Context: an optimization exercise on an open-source flow, tuned for small area and few clock cycles per item. The choices shown serve that exercise and are no tape-out recipe.
Only simulation tests tie the RTL to the original design; equivalence was not proved.
No activity file was given, so power comes from the tool's default toggle rates.

// pcs_tx_top
module pcs_tx_top #(
  parameter int DEPTH = 4,
  parameter int OUT_CREDITS = 4
) (
  input  logic        CLK,
  input  logic        reset,
  input  logic        in_valid,
  input  logic [63:0] in_data,
  input  logic [7:0]  in_ctrl,
  output logic        in_credit,
  input  logic        out_credit,
  output logic        out_valid,
  output logic [65:0] out_block
);
  localparam int lane_width = 8;
  localparam int lane_count = 8;
  localparam int code_w     = 7;  
  localparam logic [1:0] kind_data  = 2'd0;
  localparam logic [1:0] kind_ctrl  = 2'd1;
  localparam logic [1:0] kind_start = 2'd2;
  localparam logic [1:0] kind_term  = 2'd3;
  localparam logic [lane_width-1:0] char_idle    = 8'h07;
  localparam logic [lane_width-1:0] char_start   = 8'hfb;
  localparam logic [lane_width-1:0] char_term    = 8'hfd;
  localparam logic [lane_width-1:0] char_error   = 8'hfe;
  localparam logic [lane_width-1:0] char_order   = 8'h9c;  
  localparam logic [lane_width-1:0] char_fsig    = 8'h5c;  
  localparam logic [lane_width-1:0] char_idle_r  = 8'h1c;
  localparam logic [lane_width-1:0] char_idle_a  = 8'h7c;
  localparam logic [lane_width-1:0] char_idle_k  = 8'hbc;
  localparam logic [lane_width-1:0] char_code_3c = 8'h3c;
  localparam logic [lane_width-1:0] char_code_dc = 8'hdc;
  localparam logic [lane_width-1:0] char_code_f7 = 8'hf7;
  localparam logic [6:0] ctl_idle   = 7'h00;
  localparam logic [6:0] ctl_idle_a = 7'h4b;
  localparam logic [6:0] ctl_idle_k = 7'h55;
  localparam logic [6:0] ctl_idle_r = 7'h2d;
  localparam logic [6:0] ctl_3c     = 7'h33;
  localparam logic [6:0] ctl_dc     = 7'h66;
  localparam logic [6:0] ctl_f7     = 7'h78;
  localparam logic [6:0] ctl_error  = 7'h1e;
  localparam int block_width   = 66;
  localparam int payload_width = 64;
  localparam int scram_width   = 58;
  localparam logic [1:0] sync_data = 2'b10;
  localparam logic [1:0] sync_ctrl = 2'b01;
  localparam logic [3:0] order_fsig = 4'hf;
  localparam logic [7:0] type_ctrl       = 8'h1e;  
  localparam logic [7:0] type_ctrl_ord   = 8'h2d;
  localparam logic [7:0] type_ctrl_start = 8'h33;
  localparam logic [7:0] type_ord_start  = 8'h66;
  ...
Settings: LEC_CHECK=0, ABC_AREA=1, CAP_MARGIN=20, CORE_MARGIN=2, CORE_UTILIZATION=65, SLEW_MARGIN=20; clock period 6.4 ns.
standard.sh (not shown) runs the stock make flow with config.mk's settings and CLKGATE_MAP_FILE= SYNTH_SCRIPT=/design/flow/synth_recipe.tcl, a recipe that flattens the netlist after the stock synthesis.
==> flow/flow/run.sh <==
#!/bin/bash
# The standard layout (standard.sh) with three changes to how it is made:
# - synthesis maps with an area-oriented ABC script (flow/abc_area.script,
#   used through ABC_AREA=1 from a copy of the ORFS scripts folder; every
#   other script is ORFS's own, unchanged);
# - each port gets the smallest buffer, sky130_fd_sc_hd__buf_1;
# - the clock tree uses small clusters of clkbuf_4 without dummy loads.
set -euo pipefail
rm -rf scripts_area
cp -r "$FLOW_HOME/scripts" scripts_area
cp flow/abc_area.script scripts_area/abc_area.script
export SCRIPTS_DIR="$PWD/scripts_area"
export BUFFER_PORTS_ARGS="-buffer_cell sky130_fd_sc_hd__buf_1"
export CTS_ARGS="-sink_clustering_enable -repair_clock_nets -dont_use_dummy_load -sink_clustering_size 10 -sink_clustering_max_diameter 30 -buf_list sky130_fd_sc_hd__clkbuf_4"
bash standard.sh > standard.log 2>&1
==> flow/flow/abc_area.script <==
strash
&get -n
&deepsyn -T 20
&put
dch -f
map -a
topo
stime -c
Testbench counts at the start, summed over its fixed seeds: cycles 12,032, words 12,000.
Edit:
--- a/flow/flow/run.sh
+++ b/flow/flow/run.sh
@@ -5,2 +5,3 @@
 #   other script is ORFS's own, unchanged);
+# - synthesis leaves half and full adders to ABC (ADDER_MAP_FILE empty);
 # - each port gets the smallest buffer, sky130_fd_sc_hd__buf_1;
@@ -12,2 +13,3 @@
 export SCRIPTS_DIR="$PWD/scripts_area"
+export ADDER_MAP_FILE=
 export BUFFER_PORTS_ARGS="-buffer_cell sky130_fd_sc_hd__buf_1"
Synthesized area fell by 0.67%; routed wire length fell by 2.3%; synthesized cell count went up by 6.4%.
Edit:
==> flow/run.sh (new file) <==
#!/bin/bash
# synth_recipe.tcl (not shown) runs the flow's synth.tcl, then flattens the netlist and writes it again
# the make line also repeats each setting of config.mk as NAME=value (left out here)
make -C /OpenROAD-flow-scripts/flow DESIGN_CONFIG=/design/flow/config.mk WORK_HOME=/design/flow/orfs CLKGATE_MAP_FILE= SYNTH_SCRIPT=/design/flow/synth_recipe.tcl finish
ABC_AREA = default   (was 1)
CORE_UTILIZATION = 40   (was 65)
removed: flow/flow/run.sh
removed: flow/flow/abc_area.script
removed: flow/standard.sh
Worst hold slack gains 0.029 ns.
Clock power climbs by 110%.
Via count drops by about 6%.
Cell count climbs by about 5%.
Sequential cell count is unchanged.
Routed wire length climbs by 2.9%.
Clock-buffer cell count drops by 4.
Synthesized area climbs by about 9%.
Utilization drops by 25 points.
Design area climbs by about 20%.
Non-clock buffer count drops by 5.
Edit:
==> flow/flow/run.sh (new file) <==
#!/bin/bash
# the standard layout, with the smallest buffer on each port and a clock tree
# of small buffers over small clusters.
export BUFFER_PORTS_ARGS="-buffer_cell sky130_fd_sc_hd__buf_1"
export CTS_ARGS="-sink_clustering_enable -repair_clock_nets -dont_use_dummy_load -sink_clustering_size 10 -sink_clustering_max_diameter 30 -buf_list sky130_fd_sc_hd__clkbuf_4"
bash standard.sh > standard.log 2>&1
==> flow/standard.sh (new file) <==
#!/bin/bash
# synth_recipe.tcl (not shown) runs the flow's synth.tcl, then flattens the netlist and writes it again
# the make line also repeats each setting of config.mk as NAME=value (left out here)
make -C /OpenROAD-flow-scripts/flow DESIGN_CONFIG=/design/flow/config.mk WORK_HOME=/design/flow/orfs CLKGATE_MAP_FILE= SYNTH_SCRIPT=/design/flow/synth_recipe.tcl "${@:-finish}"
CORE_UTILIZATION = 65   (was 40)
removed: flow/run.sh
Effect: Area after synthesis stays the same. Total power falls by 21%. Wire length fell by 4.5%. Setup slack gains 0.52 ns. Maximum frequency grows by 11%.
Edit:
==> flow/flow/run.sh (replaced) <==
#!/bin/bash
# the standard layout, with the smallest buffer on each port.
export BUFFER_PORTS_ARGS="-buffer_cell sky130_fd_sc_hd__buf_1"
bash standard.sh > standard.log 2>&1
Effect: Worst setup slack is worse by 0.28 ns; clock power rises by 98%; cell area rises by 3.6%; clock skew falls by 0.046 ns; core utilization rises by 2.6 points; total power rises by 23%; cell count rises by 0.32%; register-to-register slack is worse by 0.02 ns; clock-buffer cell count falls by 4; via count rises by 4.1%.
Edit:
==> flow/run.sh (new file) <==
#!/bin/bash
# synth_recipe.tcl (not shown) runs the flow's synth.tcl, then flattens the netlist and writes it again
# the make line also repeats each setting of config.mk as NAME=value (left out here)
make -C /OpenROAD-flow-scripts/flow DESIGN_CONFIG=/design/flow/config.mk WORK_HOME=/design/flow/orfs CLKGATE_MAP_FILE= SYNTH_SCRIPT=/design/flow/synth_recipe.tcl finish
CTS_BUF_LIST = sky130_fd_sc_hd__clkbuf_16   (was default)
CTS_CLUSTER_DIAMETER = 60   (was default)
CTS_CLUSTER_SIZE = 30   (was default)
removed: flow/flow/run.sh
removed: flow/standard.sh
The new run finished with timing, DRC and antenna clean.
Die area is unchanged.
Worst setup slack gets worse by 0.19 ns.
Power shrinks by roughly a tenth.
Routed wire length is lower by a few percent.
Non-clock buffer count climbs by 6.
Combinational power increases by a few percent.
Utilization goes up by 2.9 points.
Critical path depth is unchanged.
Clock skew is lower by 0.019 ns.

========
pcs_tx_top, a different RTL version from the one above (not shown whole).
Size in the first run: about 990 cells after synthesis, about 140 I/O pins, about 0.012 sq mm of cells after synthesis.
export LEC_CHECK = 0
export ABC_AREA = 1
export CAP_MARGIN = 20
export CORE_MARGIN = 2
export CORE_UTILIZATION = 65
export SLEW_MARGIN = 20
create_clock -name core_clock -period 6.4 [get_ports {CLK}]
==> flow/flow/run.sh <==
#!/bin/bash
# The standard layout (standard.sh) with four changes to how it is made:
# - synthesis maps with an area-oriented ABC script (flow/abc_area.script:
#   a deterministic deepsyn pass, then area-oriented &nf mapping), used through
#   ABC_AREA=1 from a copy of the ORFS scripts folder; every other script
#   is ORFS's own, unchanged;
# - synthesis leaves half and full adders to ABC (ADDER_MAP_FILE empty);
# - each port gets the smallest buffer, sky130_fd_sc_hd__buf_1;
# - the clock tree uses small clusters of clkbuf_4 without dummy loads.
# standard.sh's make output goes to standard.log; ORFS keeps each step's
# log under orfs/logs.
set -euo pipefail
rm -rf scripts_area
cp -r "$FLOW_HOME/scripts" scripts_area
cp flow/abc_area.script scripts_area/abc_area.script
export SCRIPTS_DIR="$PWD/scripts_area"
export ADDER_MAP_FILE=
export BUFFER_PORTS_ARGS="-buffer_cell sky130_fd_sc_hd__buf_1"
export CTS_ARGS="-sink_clustering_enable -repair_clock_nets -dont_use_dummy_load -sink_clustering_size 10 -sink_clustering_max_diameter 30 -buf_list sky130_fd_sc_hd__clkbuf_4"
bash standard.sh > standard.log 2>&1
==> flow/flow/abc_area.script <==
strash
&get -n
&deepsyn -I 1 -J 20
&dch -f
&nf -p -D 3500
&put
topo
stime -c
Testbench counts at the start, summed over its fixed seeds: cycles 12,032, words 12,000.
Next try:
==> flow/flow/abc_area.script (replaced) <==
strash
&get -n
&deepsyn -I 1 -J 20
&dch -f
&nf -p -R 1000 -F 8 -C 32
&put
topo
stime -c
Via count came out lower by 2.0%.
Worst setup slack degrades by 0.31 ns.
Clock skew came out higher by 0.031 ns.
Combinational power came out higher by about 3%.
Routed wire length came out lower by 3.3%.
Hold slack degrades by 0.012 ns.
Area after synthesis came out lower by 1.4%.
Power came out higher by 0.98%.
Design area came out lower by 1.0%.
Sequential power stays flat.

separate check: timing with driven ports:
The results above use ideal ports. As a check the final layouts listed here were re-extracted and re-timed, cells and wires unchanged. Step 1: set_driving_cell puts a clkbuf_16 on CLK and a buf_2 on each other input, an assumption about the parent block. Step 2, shift: input delay + t, output delay - t, t = (earliest + latest rising clock arrival at the registers) / 2. This alone moves slack from input paths to output paths. Slacks: no drivers / after step 1 / after step 2; pairs: no drivers / after step 1.
run	shift t [ns]	setup slack, ns	worst setup path at the end	latest minus earliest clock arrival (ns)	worst data-port slew with drivers (ns)
the first run of note 1	0.631	0.834 / 0.852 / 0.221	input to register	0.089 / 0.089	0.05
the second run of note 1	0.649	0.490 / 0.511 / -0.139	input to register	0.087 / 0.087	0.06
the third run of note 1	0.564	0.979 / 1.007 / 0.443	input to register	0.033 / 0.033	0.04
the fourth run of note 1	0.636	1.501 / 1.524 / 0.888	input to register	0.100 / 0.100	0.05
the fifth run of note 1	0.574	1.222 / 1.253 / 0.680	input to register	0.042 / 0.043	0.05
the sixth run of note 1	0.538	1.027 / 1.052 / 0.513	input to register	0.021 / 0.021	0.05
the first run of note 2	0.645	0.788 / 0.801 / 0.156	input to register	0.072 / 0.072	0.04
the second run of note 2	0.662	0.479 / 0.495 / -0.167	input to register	0.109 / 0.109	0.07
Met with ideal ports but missed after step 2: setup timing in the second run of note 1 and the second run of note 2. The setup slack of the second run of note 2, which loses most, moves by +0.016 ns with the drivers and by -0.646 ns with both steps.
